Source: an optimization exercise on an open RTL-to-GDS flow (aim: small area). Production flows keep margins and buffers that such runs may drop. In this exercise RTL edits were held to simulation tests only and were not proved equivalent to the original. No activity file was given, so power comes from the tool's default toggle rates.

==> design/flow/design.v <==
`timescale 1ns/1ps
package fineTimePkg;
    localparam int WidthW = 8;
    localparam int TimeW  = 32;
    localparam int BusW   = 32;
    localparam int AddrW  = 8;
    localparam int CountW = 16;
    localparam logic [AddrW-1:0] WinElectronLo = 8'h00;
    localparam logic [AddrW-1:0] WinElectronHi = 8'h01;
    localparam logic [AddrW-1:0] WinMuonLo     = 8'h02;
    localparam logic [AddrW-1:0] WinMuonHi     = 8'h03;
    localparam logic [AddrW-1:0] WinPionLo     = 8'h04;
    localparam logic [AddrW-1:0] WinPionHi     = 8'h05;
    localparam logic [AddrW-1:0] ChanBase      = 8'h40;
    typedef struct packed {
        logic [AddrW-1:0] address;
        logic [BusW-1:0]  dataIn;
        logic             read;
        logic             write;
    } localBus_t;
    typedef struct packed {
        logic [WidthW-1:0] electronLo;
        logic [WidthW-1:0] electronHi;
        logic [WidthW-1:0] muonLo;
        logic [WidthW-1:0] muonHi;
        logic [WidthW-1:0] pionLo;
        logic [WidthW-1:0] pionHi;
    } pidWindows_t;
    typedef struct packed {
        logic electron;
        logic muon;
        logic pion;
    } pidFlags_t;
    typedef struct packed {
        logic electron;
        logic muon;
        logic pion;
        logic electronUp;
        logic electronDown;
        logic muonUp;
        logic muonDown;
        logic pionUp;
        logic pionDown;
    } pidSummary_t;
    typedef struct packed {
        logic [WidthW-1:0] geN;
        logic [WidthW-1:0] gtN;
        logic              noGt;
        logic              wrap;
        logic              hiMax;
    } arcCheck_t;
    typedef struct packed {
        arcCheck_t         e;
        arcCheck_t         m;
        arcCheck_t         p;
        logic [WidthW-1:0] timeIncN;     
        logic              timeMax;      
        logic              time8;        
    } winCheck_t;
    localparam pidWindows_t WinDefaults = {
        8'd2,  8'd4,
        8'd6,  8'd10,
        8'd12, 8'd20
    };
endpackage
`timescale 1ns/1ps
import fineTimePkg::*;
module busControl #(
    parameter int NumChannels = 48
) (
    input  logic                                clk,
    input  logic                                arstN,
    input  fineTimePkg::localBus_t                           bus,
    input  logic [NumChannels-1:0][CountW-1:0]  countQ,
    input  logic [NumChannels-1:0]              countValid,
    output fineTimePkg::winCheck_t                           winCheck,
    output logic [TimeW-1:0]                    timeNow,
    output logic [NumChannels-1:0]              countClear,
    output logic [BusW-1:0]                     dataOut
);
    fineTimePkg::pidWindows_t windows;
    logic [CountW-1:0] countRead;
    logic [BusW-1:0]   readData;
    logic [NumChannels-1:0] countSel;
    logic [WidthW-1:0]      winRead;
    always_comb begin
        for (int k = 0; k < NumChannels; k++) begin
            countSel[k]   = (bus.address == AddrW'(ChanBase + k)) & countValid[k] & bus.read;
            countClear[k] = (bus.address == AddrW'(ChanBase + k)) & bus.write;
        end
        case (bus.address)
            WinElectronLo: winRead = windows.electronLo;
            WinElectronHi: winRead = windows.electronHi;
            WinMuonLo:     winRead = windows.muonLo;
            WinMuonHi:     winRead = windows.muonHi;
            WinPionLo:     winRead = windows.pionLo;
            WinPionHi:     winRead = windows.pionHi;
            default:       winRead = '0;
        endcase
        if (!bus.read) winRead = '0;
    end
    for (genvar b = 0; b < CountW; b++) begin : gCountBit
        logic [NumChannels-1:0] column;
        for (genvar k = 0; k < NumChannels; k++) begin : gCh
            assign column[k] = countQ[k][b];
        end
        oneHotBit #(.N(NumChannels)) uBit (.d(column), .sel(countSel), .y(countRead[b]));
    end
    assign readData = BusW'(countRead) | BusW'(winRead);
    always_ff @(posedge clk or negedge arstN) begin
        if (!arstN) begin
            windows <= WinDefaults;
        end else if (bus.write) begin
            case (bus.address)
                WinElectronLo: windows.electronLo <= bus.dataIn[WidthW-1:0];
                WinElectronHi: windows.electronHi <= bus.dataIn[WidthW-1:0];
                WinMuonLo:     windows.muonLo     <= bus.dataIn[WidthW-1:0];
                WinMuonHi:     windows.muonHi     <= bus.dataIn[WidthW-1:0];
                WinPionLo:     windows.pionLo     <= bus.dataIn[WidthW-1:0];
                WinPionHi:     windows.pionHi     <= bus.dataIn[WidthW-1:0];
                default: ;
            endcase
        end
    end
    logic [WidthW-1:0] timePlus1;
    always_ff @(posedge clk or negedge arstN) begin
        if (!arstN) begin
            timeNow <= '0;
        end else begin
            timeNow <= timeNow + 1'b1;
        end
    end
    logic timeNext8;     
    assign timePlus1 = timeNow[WidthW-1:0] + 1'b1;
    assign timeNext8 = timeNow[WidthW] ^ (&timeNow[WidthW-1:0]);
    function automatic fineTimePkg::arcCheck_t arc(input logic [WidthW-1:0] lo,
                                                   input logic [WidthW-1:0] hi,
                                                   input logic [WidthW-1:0] now,
                                                   input logic [WidthW-1:0] nowPlus1);
        logic              empty;
        logic [WidthW:0]   arcLo, arcHi;     
        logic [WidthW-1:0] arcHi1;
        empty  = lo > hi;
        arcLo  = {1'b0, now} - {1'b0, hi};
        arcHi  = {1'b0, now} - {1'b0, lo};
        arcHi1 = nowPlus1 - lo;
        arc = {empty ? 8'h00 : ~arcLo[WidthW-1:0],
               empty ? 8'hfe : ~arcHi1,
               ~empty & (arcHi1 == '0),
               ~empty & arcLo[WidthW] & ~arcHi[WidthW],
               &hi};
    endfunction
    always_ff @(posedge clk) begin
        winCheck.e       <= arc(windows.electronLo, windows.electronHi, timeNow[WidthW-1:0], timePlus1);
        winCheck.m       <= arc(windows.muonLo, windows.muonHi, timeNow[WidthW-1:0], timePlus1);
        winCheck.p       <= arc(windows.pionLo, windows.pionHi, timeNow[WidthW-1:0], timePlus1);
        winCheck.timeIncN <= ~(timePlus1 + 1'b1);
        winCheck.timeMax  <= &timePlus1;
        winCheck.time8    <= timeNext8;
    end
    always_ff @(posedge clk or negedge arstN) begin
        if (!arstN) begin
            dataOut <= '0;
        end else begin
            dataOut <= readData;
        end
    end
endmodule
`timescale 1ns/1ps
import fineTimePkg::*;
module hitChannel (
    input  logic              clk,
    input  logic              arstN,
    input  logic              dIn,
    input  fineTimePkg::winCheck_t         winCheck,
    input  logic [TimeW-1:0]  timeNow,
    input  logic              countClear,
    output logic [2:0]        hit,         
    output logic [TimeW-1:0]  stampD,      
    output logic              stampValid,
    output logic [CountW-1:0] countQ,
    output logic              countValid
);
    logic              sync0;
    logic              sync1;
    logic              sync2;
    logic              sync3;
    logic              fall;
    logic              fallD;
    logic              longPulse;
    logic [TimeW-1:0]  riseTime;
    logic [2:0] geLo, geGt, inArc;
    logic [2:0][WidthW-1:0] geN, gtN;
    logic [2:0] noGt, wrap;
    assign geN  = {winCheck.p.geN, winCheck.m.geN, winCheck.e.geN};
    assign gtN  = {winCheck.p.gtN, winCheck.m.gtN, winCheck.e.gtN};
    assign noGt = {winCheck.p.noGt, winCheck.m.noGt, winCheck.e.noGt};
    assign wrap = {winCheck.p.wrap, winCheck.m.wrap, winCheck.e.wrap};
    for (genvar k = 0; k < 3; k++) begin : gArc
        geChainMaj uGeLo (.a(riseTime[WidthW-1:0]), .bN(geN[k]), .ge(geLo[k]));
        geChainMaj uGeGt (.a(riseTime[WidthW-1:0]), .bN(gtN[k]), .ge(geGt[k]));
        assign inArc[k] = (geLo[k] & (noGt[k] | ~geGt[k]))
                        | (wrap[k] & (geLo[k] | noGt[k] | ~geGt[k]));
    end
    assign fall  = ~sync1 & sync2;
    assign fallD = ~sync2 & sync3;
    always_ff @(posedge clk or negedge arstN) begin
        if (!arstN) begin
            sync0 <= 1'b0;
            sync1 <= 1'b0;
            sync2 <= 1'b0;
            sync3 <= 1'b0;
        end else begin
            sync0 <= dIn;
            sync1 <= sync0;
            sync2 <= sync1;
            sync3 <= sync2;
        end
    end
    always_ff @(posedge clk) begin
        if (!sync2) begin
            riseTime <= timeNow;
        end
    end
    logic riseAhead;     
    logic riseGe;
    geChainMaj uRiseAhead (.a(riseTime[WidthW-1:0]), .bN(winCheck.timeIncN), .ge(riseGe));
    assign riseAhead = ~winCheck.timeMax & riseGe;
    always_ff @(posedge clk) begin
        longPulse <= sync2 & (longPulse | (winCheck.time8 ^ riseTime[WidthW] ^ riseAhead));
    end
    assign hit[2] = fallD & (longPulse ? winCheck.e.hiMax : inArc[0]);
    assign hit[1] = fallD & (longPulse ? winCheck.m.hiMax : inArc[1]);
    assign hit[0] = fallD & (longPulse ? winCheck.p.hiMax : inArc[2]);
    always_ff @(posedge clk) begin
        if (fallD) begin
            stampD <= riseTime;
        end
    end
    always_ff @(posedge clk or negedge arstN) begin
        if (!arstN) begin
            stampValid <= 1'b0;
            countValid <= 1'b0;
        end else begin
            if (fallD) stampValid <= 1'b1;
            if (countClear) countValid <= 1'b0;
            else if (fall) countValid <= 1'b1;
        end
    end
    logic [CountW:0]   carry;
    logic [CountW-1:0] countInc;
    always_comb begin
        carry[0] = fall;
        for (int i = 0; i < CountW; i++) begin
            countInc[i]  = countQ[i] ^ carry[i];
            carry[i + 1] = countQ[i] & carry[i];
        end
    end
    always_ff @(posedge clk) begin
        countQ <= countValid ? countInc : CountW'(1);
    end
endmodule
module majCell (
    input  logic a,
    input  logic b,
    input  logic c,
    output logic y
);
    assign y = (a & b) | (c & (a | b));
endmodule
module geChainMaj #(
    parameter int W = 8
) (
    input  logic [W-1:0] a,
    input  logic [W-1:0] bN,
    output logic         ge
);
    logic [W:0] c;
    assign c[1] = a[0] | bN[0];
    for (genvar i = 1; i < W; i++) begin : gBit
        majCell uMaj (.a(a[i]), .b(bN[i]), .c(c[i]), .y(c[i + 1]));
    end
    assign ge = c[W];
endmodule
`timescale 1ns/1ps
import fineTimePkg::*;
module particleCombiner #(
    parameter int NumChannels = 48,
    parameter int GroupSize   = 8
) (
    input  logic                              clk,
    input  logic                              arstN,
    input  logic [NumChannels-1:0][2:0]       hits,
    output logic [8:0]                        summary
);
    localparam int NumGroups = NumChannels / GroupSize;
    logic [2:0] up, down, rest;
    for (genvar k = 0; k < 3; k++) begin : gClass
        logic [15:0] upIn, downIn, restIn;
        for (genvar c = 0; c < 8; c++) begin : gCh
            assign upIn[c]       = hits[c][k];           
            assign upIn[8 + c]   = hits[16 + c][k];      
            assign downIn[c]     = hits[8 + c][k];       
            assign downIn[8 + c] = hits[24 + c][k];      
            assign restIn[c]     = hits[32 + c][k];      
            assign restIn[8 + c] = hits[40 + c][k];      
        end
        orTree16 uUp   (.a(upIn),   .y(up[k]));
        orTree16 uDown (.a(downIn), .y(down[k]));
        orTree16 uRest (.a(restIn), .y(rest[k]));
    end
    always_ff @(posedge clk or negedge arstN) begin
        if (!arstN) begin
            summary <= '0;
        end else begin
            summary <= {up[2] | down[2] | rest[2],
                        up[1] | down[1] | rest[1],
                        up[0] | down[0] | rest[0],
                        up[2], down[2], up[1], down[1], up[0], down[0]};
        end
    end
endmodule
module nor2Cell (
    input  logic a,
    input  logic b,
    output logic y
);
    assign y = ~(a | b);
endmodule
module nand2Cell (
    input  logic a,
    input  logic b,
    output logic y
);
    assign y = ~(a & b);
endmodule
module orTree16 (
    input  logic [15:0] a,
    output logic        y
);
    logic [7:0] l1;      
    logic [3:0] l2;      
    logic [1:0] l3;      
    for (genvar i = 0; i < 8; i++) begin : gL1
        nor2Cell u (.a(a[2*i]), .b(a[2*i + 1]), .y(l1[i]));
    end
    for (genvar i = 0; i < 4; i++) begin : gL2
        nand2Cell u (.a(l1[2*i]), .b(l1[2*i + 1]), .y(l2[i]));
    end
    for (genvar i = 0; i < 2; i++) begin : gL3
        nor2Cell u (.a(l2[2*i]), .b(l2[2*i + 1]), .y(l3[i]));
    end
    nand2Cell uL4 (.a(l3[0]), .b(l3[1]), .y(y));
endmodule
`timescale 1ns/1ps
import fineTimePkg::*;
module aoi3Sel (
    input  logic [2:0] a,
    input  logic [2:0] s,
    output logic       y
);
    assign y = ~|(a & s);
endmodule
module nand4Sel (
    input  logic [3:0] a,
    output logic       y
);
    assign y = ~&a;
endmodule
module oneHotBit #(
    parameter int N = 48
) (
    input  logic [N-1:0] d,
    input  logic [N-1:0] sel,
    output logic         y
);
    localparam int NumAoi  = N / 3;
    localparam int NumNand = NumAoi / 4;
    logic [NumAoi-1:0]  term;
    logic [NumNand-1:0] part;
    for (genvar k = 0; k < NumAoi; k++) begin : gAoi
        aoi3Sel uAoi (.a(d[3*k +: 3]), .s(sel[3*k +: 3]), .y(term[k]));
    end
    for (genvar k = 0; k < NumNand; k++) begin : gNand
        nand4Sel uNand (.a(term[4*k +: 4]), .y(part[k]));
    end
    assign y = |part;
endmodule
module testMux #(
    parameter int NumChannels = 48
) (
    input  logic                              clk,
    input  logic                              arstN,
    input  logic [NumChannels-1:0][TimeW-1:0] stampsD,
    input  logic [NumChannels-1:0]            stampValid,
    input  logic [5:0]                        testChNum,
    output logic [TimeW-1:0]                  result
);
    logic [3:0]             loQ;
    logic [5:0]             sel;
    logic [NumChannels-1:0] oneHot;
    logic [TimeW-1:0]       pick;
    assign sel = {testChNum[5:4], loQ};
    always_comb begin
        for (int c = 0; c < NumChannels; c++) begin
            oneHot[c] = (sel == 6'(c)) & stampValid[c];
        end
    end
    for (genvar b = 0; b < TimeW; b++) begin : gBit
        logic [NumChannels-1:0] column;
        for (genvar c = 0; c < NumChannels; c++) begin : gCh
            assign column[c] = stampsD[c][b];
        end
        oneHotBit #(.N(NumChannels)) uBit (.d(column), .sel(oneHot), .y(pick[b]));
    end
    always_ff @(posedge clk) begin
        loQ <= testChNum[3:0];
    end
    always_ff @(posedge clk or negedge arstN) begin
        if (!arstN) begin
            result <= '0;
        end else begin
            result <= pick;
        end
    end
endmodule
`timescale 1ns/1ps
import fineTimePkg::*;
module fineTimeTop #(
    parameter int NumChannels = 48,
    parameter int GroupSize   = 8
) (
    input  logic                   clk,
    input  logic                   arstN,
    input  logic [NumChannels-1:0] dIn,
    input  logic [AddrW-1:0]       busAddress,
    input  logic [BusW-1:0]        busDataIn,
    input  logic                   busRead,
    input  logic                   busWrite,
    output logic [BusW-1:0]        dataOut,
    input  logic [5:0]             testChNum,
    output logic [TimeW-1:0]       result,
    output logic [8:0]             summary
);
    fineTimePkg::localBus_t                          bus;
    fineTimePkg::winCheck_t                          winCheck;
    logic [TimeW-1:0]                   timeNow;
    logic [NumChannels-1:0]             countClear;
    logic [NumChannels-1:0][2:0]        hits;
    logic [NumChannels-1:0][TimeW-1:0]  stampsD;
    logic [NumChannels-1:0]             stampValid;
    logic [NumChannels-1:0][CountW-1:0] countQ;
    logic [NumChannels-1:0]             countValid;
    assign bus     = {busAddress, busDataIn, busRead, busWrite};
    busControl #(.NumChannels(NumChannels)) uBusControl (
        .clk        (clk),
        .arstN      (arstN),
        .bus        (bus),
        .countQ     (countQ),
        .countValid (countValid),
        .winCheck   (winCheck),
        .timeNow    (timeNow),
        .countClear (countClear),
        .dataOut    (dataOut)
    );
    for (genvar ch = 0; ch < NumChannels; ch++) begin : gChannel
        hitChannel uHitChannel (
            .clk        (clk),
            .arstN      (arstN),
            .dIn        (dIn[ch]),
            .winCheck   (winCheck),
            .timeNow    (timeNow),
            .countClear (countClear[ch]),
            .hit        (hits[ch]),
            .stampD     (stampsD[ch]),
            .stampValid (stampValid[ch]),
            .countQ     (countQ[ch]),
            .countValid (countValid[ch])
        );
    end
    particleCombiner #(
        .NumChannels (NumChannels),
        .GroupSize   (GroupSize)
    ) uParticleCombiner (
        .clk     (clk),
        .arstN   (arstN),
        .hits    (hits),
        .summary (summary)
    );
    testMux #(.NumChannels(NumChannels)) uTestMux (
        .clk        (clk),
        .arstN      (arstN),
        .stampsD    (stampsD),
        .stampValid (stampValid),
        .testChNum  (testChNum),
        .result     (result)
    );
endmodule
==> design/flow/flow/run.sh <==
#!/bin/bash
# Layout flow: the standard flow (standard.sh) with one change: the port
# buffers are the smallest buffer (buf_1) instead of the delay buffer that
# buffer_ports picks by default.
# make's full output goes to flow_make.log in the work folder; each ORFS
# step also keeps its own log under orfs/logs.
set -euo pipefail
export BUFFER_PORTS_ARGS="-buffer_cell sky130_fd_sc_hd__buf_1"
bash standard.sh > flow_make.log 2>&1
==> design/flow/standard.sh <==
#!/bin/bash
# synth_recipe.tcl (not shown) runs the flow's synth.tcl, then flattens the netlist and writes it again
# the make line also repeats each setting of config.mk as NAME=value (left out here)
make -C /OpenROAD-flow-scripts/flow DESIGN_CONFIG=/design/flow/config.mk WORK_HOME=/design/flow/orfs CLKGATE_MAP_FILE= SYNTH_SCRIPT=/design/flow/synth_recipe.tcl "${@:-finish}"
==> design/flow/config.mk <==
export PLATFORM = sky130hd
export DESIGN_NAME = fineTimeTop
export DESIGN_NICKNAME = fineTimeTop
export VERILOG_FILES = /design/flow/design.v
export SDC_FILE = /design/flow/constraint.sdc
export NUM_CORES = 4
export LEC_CHECK = 0
export CAP_MARGIN = 20
export CORE_MARGIN = 2
export CORE_UTILIZATION = 40
export SLEW_MARGIN = 20
export SYNTH_HIERARCHICAL = 1
==> design/flow/constraint.sdc <==
create_clock -name core_clock -period 5.0 [get_ports {clk}]
set_input_delay 1.0000 -clock core_clock [delete_from_list [all_inputs] [get_ports {clk}]]
set_output_delay 1.0000 -clock core_clock [all_outputs]
set_load 0.01 [all_outputs]
==> flow_metrics.py, run 1 <==
metrics = {
    "run_status": {
        "outcome": "timing/DRC/antenna clean",
    },
    "logic_synthesis": {
        "ys_async_sr_fraction": 0.09694,
        "synth-seq-cells": 4384,
        "synthesis.area_um2": 187400,
        "synthDistinctLibCells": 86,
        "avgSynthCellArea_um2": 15.63,
        "synth_edf_count": 3072,
        "synth-main-ff-cell": "edfxtp_1",
        "postSynthCellCount": 11990,
        "yosysWarningCount": 10,
        "synth.yosys.seq_area_share": 0.6437,
    },
    "sta": {
        "setup_violations": 0,
        "finClkSkew_ns": 0.09699,
        "tns_ns": 0,
        "worst_pin_slew_ns": 1.215,
        "finalCritPeriodShare": 0.9733,
        "drv_slew": 0,
        "hold_viol_final": 0,
        "rsz0062_at_grt": "no",
        "hold_ws_ns": 0.1043,
        "max_freq_ghz": 0.2055,
        "setup_slack_ns": 0.1337,
        "timing.final.crit_period_ns": 4.866,
        "relSlewSlack": 0.1897,
    },
    "place": {
        "portBuffers": 130,
        "dp_slack_ns": 0.1463,
        "post-dp-hpwl_um": 395000,
        "routabilityCongestion": 0.9679,
    },
    "die": {
        "coreArea_um2": 467000,
        "die_y_um": 688.6,
        "fp-row-count": 251,
        "die_area_um2": 474100,
        "start_util": 0.4014,
        "boundaryPins": 171,
        "fp.dieW_um": 688.6,
    },
    "grt": {
        "antenna_found_initial": 63,
        "grt_pass1_wl_um": 835100,
        "grt_max_degree": 81,
        "track_usage": 0.2478,
        "gr-total-overflow": 0,
        "grt_pass1_vias": 110100,
    },
    "worst_setup_path": {
        "rr_worst_depth": 17,
        "crit_path_end": "uParticleCombiner.summary[7]$_DFF_PN0_",
        "crit_start": "uBusControl.winCheck[40]$_SDFF_PN0_",
        "crit_required_ns": 5.92,
        "critPathMostFrequentCell": "maj3_2",
        "reg2reg_to": "uParticleCombiner.summary[7]$_DFF_PN0_",
        "slowest_delay_ns": 0.43,
        "worstPathArrival_ns": 5.79,
        "ff2ff_setup_slack_ns": 0.13,
        "crit_fanout": 33,
        "crit_chain": "buf_12 > or2_1 > maj3_2 > maj3_2 > maj3_2 > maj3_2 > maj3_2 > maj3_2 > maj3_2 > o22ai_1 > a221oi_1 > nor2_1 > nand2_1 > nor2_1 > buf_4 > nand2_1 > or3_1",
        "start_kind": "flop",
        "crit_slowest_cell": "dfxtp_2",
        "reg2reg_from": "uBusControl.winCheck[40]$_SDFF_PN0_",
        "end_kind": "flop",
        "worstSetupPathType": "flop to flop",
    },
    "cts": {
        "cts_tree": "yes",
        "cts-buffers-inserted": 429,
        "clock_latency_ns": 1.04,
        "cts.path.max_buffers": 4,
        "clock-sinks": 4384,
        "cts-root-buf": "clkbuf_16",
        "clkTransAtPathRegs_ns": 0.06,
        "htreeDepth": 5,
    },
    "power": {
        "p_per_area_nw_per_um2": 440.4,
        "ir_worst_vdd_mv": 0.3457,
        "p_leak_nw": 78.39,
    },
    "drt": {
        "ant_nets": 0,
        "num_vias": 114200,
        "drtPass1Iterations": 14,
        "drt_drc_violations_left": 0,
        "drtIter0Drc": 16210,
        "routed_wl_um": 603900,
        "routedWlPerCell_um": 31.03,
        "via_per_inst": 5.867,
    },
    "hold_path": {
        "hp-class": "primary input to asynchronous set/reset pin",
    },
    "cells_and_area": {
        "n_fill_cell": 41020,
        "syn_to_final_growth_pct": 13.80,
        "drive_gt1_frac": 0.2778,
        "finalNetCount": 13770,
        "fin_util": 0.4568,
    },
    "run": {
        "maxCapViolCount": 0,
    },
}
## cell usage after synthesis (all sizes together), types with 111 or more instances
library cell	count	area (µm²)
a21oi	167	835.8
a221oi	145	1270
a222oi	768	7687
and2	728	4554
dfrtp	415	10380
dfxtp	887	17760
edfxtp	3072	92250
ha	815	10200
inv	408	1531
maj3	2352	26490
nand2	123	506.7
nand2b	122	763.2
nand4	213	1348
nor2	305	1250
nor2b	111	694.4
or2	392	2452
xnor2	128	1121
## metal layers
metal  up-vias  global-route usage  routed length, µm
met2      5880              0.3796             267500
met4        28             0.09758              25770
met3      1197             0.05438              60500
li1      49270                   -                  -
met1     57810              0.3426             250000
met5         -                   0                195
## repair_timing
item                       CTS  global route
hold buffers                 0             0
setup endpoints to repair    0             1
resized for setup            0             2
setup buffers                0             0
## cell type report
cell class	instances	area (µm²)	share of cell area
Clock buffer	568	11770	0.05519
Inverter	408	1534	0.007191
Timing Repair Buffer	509	3525	0.01652
Antenna cell	45	112.6	0.0005279
Clock inverter	235	2753	0.01290
Multi-Input combinational cell	7117	64920	0.3044
Tap cell	6198	7755	0.03635
Sequential cell	4384	120900	0.5669
## cell usage in the layout (no fill, tap or decap), types with 25 or more instances in the layout
master and count:
xor2_1 75, a22oi_1 25, clkbuf_1 92, buf_4 364, clkinv_1 68, o21a_1 63, or4_1 49, edfxtp_1 3072
nand2b_1 122, xnor2_1 128, o21ai_0 80, or2_1 385, nand2_1 117, a222oi_1 768, bufinv_16 52, and2_1 728
ha_1 815, and3_1 83, clkinv_2 86, a21oi_1 167, clkbuf_16 433, clkbuf_8 43, maj3_2 2352, dfxtp_1 820
diode_2 45, nand3_1 30, nand4_1 212, o22ai_1 99, inv_2 47, nor2_1 296, nor2b_1 110, a221oi_1 145
buf_1 129, dfxtp_4 54, dfrtp_1 383, inv_1 342
## modules after synthesis, one instance, submodules excluded, excerpt
module,times used,cell area (µm²),flip-flops and latches,cells
geChainMaj,336,6.256,0,1
nor2Cell,90,3.754,0,1
nand4Sel,192,6.256,0,1
hitChannel,48,2859,87,146
nand2Cell,45,3.754,0,1
majCell,2352,11.26,0,1
aoi3Sel,768,10.01,0,1
## metrics by stage
stage	instances	power, mW	cell area [µm²]
6_report	19460	93.95	213300
5_1_grt	19440	97.12	213300
4_1_cts	19420	94.20	213200
3_5_place_dp	18620	60.90	198700
3_3_place_gp	18620	60.60	198700
2_1_floorplan	12010	54.83	187500
## critical path: cells and delay by family, from the launching register on
| family | cells | cell delay, ns |
|---|---|---|
| buffers and inverters | 2 | 0.43 |
| flip-flops | 1 | 0.43 |
| adder cells (fa/ha/maj) | 7 | 2.19 |
| AND/OR/NAND/NOR | 6 | 1.45 |
| AO/OA/AOI/OAI | 2 | 0.26 |
## where the power goes
part	switching (mW)	internal [mW]	total [mW]
combinational	7.09	7.54	14.6
clock	14.2	19.3	33.5
sequential	4.08	41.8	45.9
## worst min path at each step
stage,cells past startpoint,slack (ns),end,startpoint
floorplan,0,0.33,gChannel[0].uHitChannel.sync1$_DFF_PN0_,gChannel[0].uHitChannel.sync0$_DFF_PN0_
detailed placement,0,0.33,gChannel[3].uHitChannel.sync1$_DFF_PN0_,gChannel[3].uHitChannel.sync0$_DFF_PN0_
global placement,0,0.33,gChannel[47].uHitChannel.sync1$_DFF_PN0_,gChannel[47].uHitChannel.sync0$_DFF_PN0_
CTS,1,0.04,gChannel[46].uHitChannel.countValid$_DFFE_PN0P_,arstN
finish,1,0.10,gChannel[46].uHitChannel.countValid$_DFFE_PN0P_,arstN
global route,1,0.07,gChannel[9].uHitChannel.sync0$_DFF_PN0_,arstN
## flip-flops by register name (all words and copies together), names as in the netlist
register and cells:
uTestMux.loQ 4, gChannel.uHitChannel.sync2 48, uTestMux.result 32, gChannel.uHitChannel.sync1 48
uBusControl.timeNow 32, uParticleCombiner.summary 9, gChannel.uHitChannel.longPulse 48, gChannel.uHitChannel.countQ 768
uBusControl.windows 48, uBusControl.dataOut 16, gChannel.uHitChannel.sync0 48, gChannel.uHitChannel.stampValid 48
uBusControl.winCheck 67, gChannel.uHitChannel.sync3 48, gChannel.uHitChannel.riseTime 1536, gChannel.uHitChannel.countValid 48
gChannel.uHitChannel.stampD 1536
## kinds of logic after synthesis
group	Yosys count	synth area share
simple gates	2259	0.07182
xor+xnor	206	0.009846
flops	4384	0.6437
other cells	1	0.00002001
mux	49	0.003418
fa+ha+maj	3173	0.1963
buf+inv	504	0.01067
compound gates	1414	0.06423
==> run 2: changes to the inputs <==
==> design/flow/flow/run.sh (replaced) <==
#!/bin/bash
# Layout flow: the standard flow (standard.sh) with two changes:
#  - clock tree synthesis uses sink clusters of up to 20 flip-flops within
#    120 um and no dummy loads, so it needs fewer clock buffers;
#  - the port buffers are the smallest buffer (buf_1) instead of the delay
#    buffer that buffer_ports picks by default.
# make's full output goes to flow_make.log in the work folder; each ORFS
# step also keeps its own log under orfs/logs.
set -euo pipefail
export CTS_ARGS="-sink_clustering_enable -repair_clock_nets -dont_use_dummy_load -sink_clustering_size 20 -sink_clustering_max_diameter 120"
export BUFFER_PORTS_ARGS="-buffer_cell sky130_fd_sc_hd__buf_1"
bash standard.sh > flow_make.log 2>&1
--- a/design/flow/config.mk
+++ b/design/flow/config.mk
@@ -10,2 +10,3 @@
 export CORE_UTILIZATION = 40
+export SETUP_SLACK_MARGIN = 0.15
 export SLEW_MARGIN = 20
==> run 2 against run 1 <==
  * First-iteration DRC count grew 1.4%
  * Area after synthesis unchanged
  * Critical path type unchanged
  * Clock-buffer cell count down 326
  * Flip-flop and latch count unchanged
==> flow_metrics.py, run 2 <==
metrics = {
    "worst_setup_path": {
        "end_kind": "flop",
        "ff2ff_setup_slack_ns": 0.12,
        "worstPathArrival_ns": 5.71,
        "worstSetupPathType": "flop to flop",
        "crit_required_ns": 5.83,
        "reg2reg_to": "uParticleCombiner.summary[6]$_DFF_PN0_",
        "reg2reg_from": "uBusControl.winCheck[21]$_SDFF_PN0_",
        "crit_fanout": 34,
        "start_kind": "flop",
        "rr_worst_depth": 16,
    },
    "cells_and_area": {
        "fin_area_um2": 204900,
        "n_fill_cell": 41750,
        "mostFrequentLayoutCell": "edfxtp_1",
        "drive_gt1_frac": 0.2573,
        "top_regs": "gChannel.uHitChannel.riseTime x1536, gChannel.uHitChannel.stampD x1536, gChannel.uHitChannel.countQ x768",
        "finalNetCount": 13580,
        "final_cell_mix": "edfxtp_1, maj3_2, dfxtp_1",
        "syn_to_final_growth_pct": 9.303,
        "register_area_um2": 120900,
        "multiInputGateArea_um2": 64940,
    },
    "logic_synthesis": {
        "synth.most_common_cell": "edfxtp_1",
        "synthesis.area_um2": 187400,
        "yosysTopAreaCellShare": 0.4921,
        "yosysTopAreaCell": "edfxtp_1",
        "avgSynthCellArea_um2": 15.63,
        "synth.yosys.seq_area_share": 0.6437,
        "synthDistinctLibCells": 86,
        "synth_common_cells": "edfxtp_1, maj3_2, dfxtp_1",
        "postSynthCellCount": 11990,
        "yosys-top-cells-area": "edfxtp_1, maj3_2, dfxtp_1, dfrtp_1, ha_1",
        "synth-seq-cells": 4384,
        "yosysWarningCount": 10,
        "synth-main-ff-cell": "edfxtp_1",
        "synth_edf_count": 3072,
        "ys_async_sr_fraction": 0.09694,
    },
    "cts": {
        "clkTransAtPathRegs_ns": 0.09,
        "htreeDepth": 4,
        "clock_latency_ns": 1.02,
        "holdBufCountCts": 0,
        "cts-buffers-inserted": 242,
        "cts-root-buf": "clkbuf_16",
        "clock-sinks": 4384,
        "cts.path.max_buffers": 4,
        "cts_tree": "yes",
    },
    "die": {
        "die_area_um2": 474100,
        "fp.dieW_um": 688.6,
        "die_y_um": 688.6,
        "fp-row-count": 251,
        "start_util": 0.4014,
        "boundaryPins": 171,
        "coreArea_um2": 467000,
    },
    "drt": {
        "ant_nets": 0,
        "drtIter0Drc": 16440,
        "routedWlPerCell_um": 31.70,
        "via_per_inst": 5.950,
        "drtPass1Iterations": 14,
        "num_vias": 112500,
        "routed_wl_um": 599300,
        "drt_drc_violations_left": 0,
    },
    "sta": {
        "drv_slew": 0,
        "finalCritPeriodShare": 0.9757,
        "finClkSkew_ns": 0.1453,
        "timing.final.crit_period_ns": 4.879,
        "hold_viol_final": 0,
        "worst_pin_slew_ns": 1.221,
        "relSlewSlack": 0.1857,
        "rsz0062_at_grt": "no",
        "max_freq_ghz": 0.2050,
        "tns_ns": 0,
        "setup_violations": 0,
    },
    "power": {
        "p_leak_nw": 74.27,
        "total_power_mw": 80.29,
        "p_per_area_nw_per_um2": 391.9,
        "ir_worst_vdd_mv": 0.3603,
    },
    "grt": {
        "grt_pass1_vias": 108100,
        "track_usage": 0.2455,
        "grt_max_degree": 81,
        "antenna_found_initial": 59,
        "grt_pass1_wl_um": 825900,
        "gr-total-overflow": 0,
    },
    "run": {
        "maxCapViolCount": 0,
    },
    "run_status": {
        "outcome": "timing/DRC/antenna clean",
    },
    "place": {
        "portBuffers": 130,
        "placed_cell_area_um2": 198700,
        "routabilityCongestion": 0.9679,
        "post-dp-hpwl_um": 395000,
    },
    "hold_path": {
        "hp-class": "primary input to asynchronous set/reset pin",
    },
}
## run 2: cell counts after synthesis
Identical to the previous run, type by type.
## run 2: cell type report
type | count | area share
diodes | 43 | 0.0005252
clock buffers | 242 | 0.02956
inverters | 408 | 0.007487
multi-input cells | 7117 | 0.3170
flip-flops and latches | 4384 | 0.5903
well taps | 6198 | 0.03785
repair buffers | 510 | 0.01734
## run 2: where the power goes
part | total [mW] | switching, mW | internal, mW
Combinational | 14.7 | 7.16 | 7.56
Sequential | 45.7 | 4.04 | 41.7
Clock | 19.8 | 11.3 | 8.55
## run 2: repair_timing
item                                    in CTS  in global routing
resized for setup                            0                  8
endpoints found under the setup margin       1                  3
gates cloned                                 0                  0
pin swaps                                    0                  2
buffers inserted                             1                  0
## run 2: critical path: stages, from the launching register on
cell and delay [ns]:
dfxtp_2 0.33, buf_12 0.19, or2_1 0.28, maj3_2 0.31
maj3_2 0.33, maj3_2 0.31, maj3_2 0.31, maj3_2 0.34
maj3_2 0.32, maj3_2 0.30, o21ai_0 0.08, a221oi_1 0.11
nor2_1 0.22, nand2_1 0.08, nor2_1 0.63, nand2_1 0.15
or3_1 0.41
## run 2: stage by stage
stage               utilization  setup slack, ns  cells  hold slack [ns]
finish                   0.4387           0.1214  18900           0.1039
global route             0.4386           0.1581  18880          0.06961
CTS                      0.4384           0.1621  18860          0.04397
detailed placement       0.4254           0.1463  18620           0.3347
global placement         0.4254           0.1683  18620           0.3312
floorplan                     -           0.8223  12010           0.3312
## run 2: cells by family (layout without fill, tap and decap cells)
kind of cell / after synthesis / count (layout) / share of synthesized area
AOI/OAI and AO/OA: 1414 / 1414 / 0.06423
xor gates and xnor gates: 206 / 206 / 0.009846
adders and majority gates: 3173 / 3173 / 0.1963
buffers and inverters: 504 / 1160 / 0.01067
DFF: 4384 / 4384 / 0.6437
muxes: 49 / 49 / 0.003418
other: 1 / 59 / 0.00002001
and+or+nand+nor: 2259 / 2259 / 0.07182
## run 2: per-module statistics from Yosys, one instance, submodules excluded, a selection
module      times used  flops+latches
geChainMaj         336              0
nand4Sel           192              0
nand2Cell           45              0
majCell           2352              0
hitChannel          48             87
nor2Cell            90              0
aoi3Sel            768              0
## run 2: layer usage
metal  vias up  share of wire  GRT usage  wire length [µm]
li1      48460              -          -                 -
met1     57480           0.42     0.3419            249600
met2      5502           0.45     0.3798            267600
met3      1015          0.097    0.04973             58300
met4        20          0.040    0.08908             23720
met5         -        0.00020          0               118
## run 2: how the worst max path moves through the flow
stage | end | start | depth (start not counted)
floorplan | uParticleCombiner.summary[8]$_DFF_PN0_ | uBusControl.winCheck[60]$_SDFF_PN0_ | 14
global placement | uParticleCombiner.summary[7]$_DFF_PN0_ | uBusControl.winCheck[40]$_SDFF_PN0_ | 17
detailed placement | uParticleCombiner.summary[8]$_DFF_PN0_ | uBusControl.winCheck[59]$_SDFF_PN0_ | 17
CTS | uParticleCombiner.summary[7]$_DFF_PN0_ | uBusControl.winCheck[40]$_SDFF_PN0_ | 17
global route | uParticleCombiner.summary[7]$_DFF_PN0_ | uBusControl.winCheck[40]$_SDFF_PN0_ | 17
finish | uParticleCombiner.summary[6]$_DFF_PN0_ | uBusControl.winCheck[21]$_SDFF_PN0_ | 16

-- static timing again, ports no longer ideal --
In the flow no input, the clock included, has a driving cell. The finished layouts below were timed again as built, in two steps. Step 1 sets driving cells, clkbuf_16 on the clock port and buf_2 on the other inputs (assumed; they add their load-dependent delay and slew). Step 2 moves the port delays by t, midway between the first and last clock arrival at a register: inputs arrive t later, outputs are due t later. That takes back most of the time a late clock gives input paths. Slacks: ideal ports / drivers / drivers and shift; pairs: ideal ports / drivers.
| run | t, ns | slack for setup (ns) | clock arrival spread, ns | worst data-port slew with drivers (ns) |
|---|---|---|---|---|
| run 1 | 1.111 | 0.134 / 0.134 / 0.134 | 0.098 / 0.098 | 0.14 |
| run 2 | 1.058 | 0.121 / 0.121 / 0.121 | 0.149 / 0.149 | 0.14 |
After both steps every run listed still meets setup and hold.
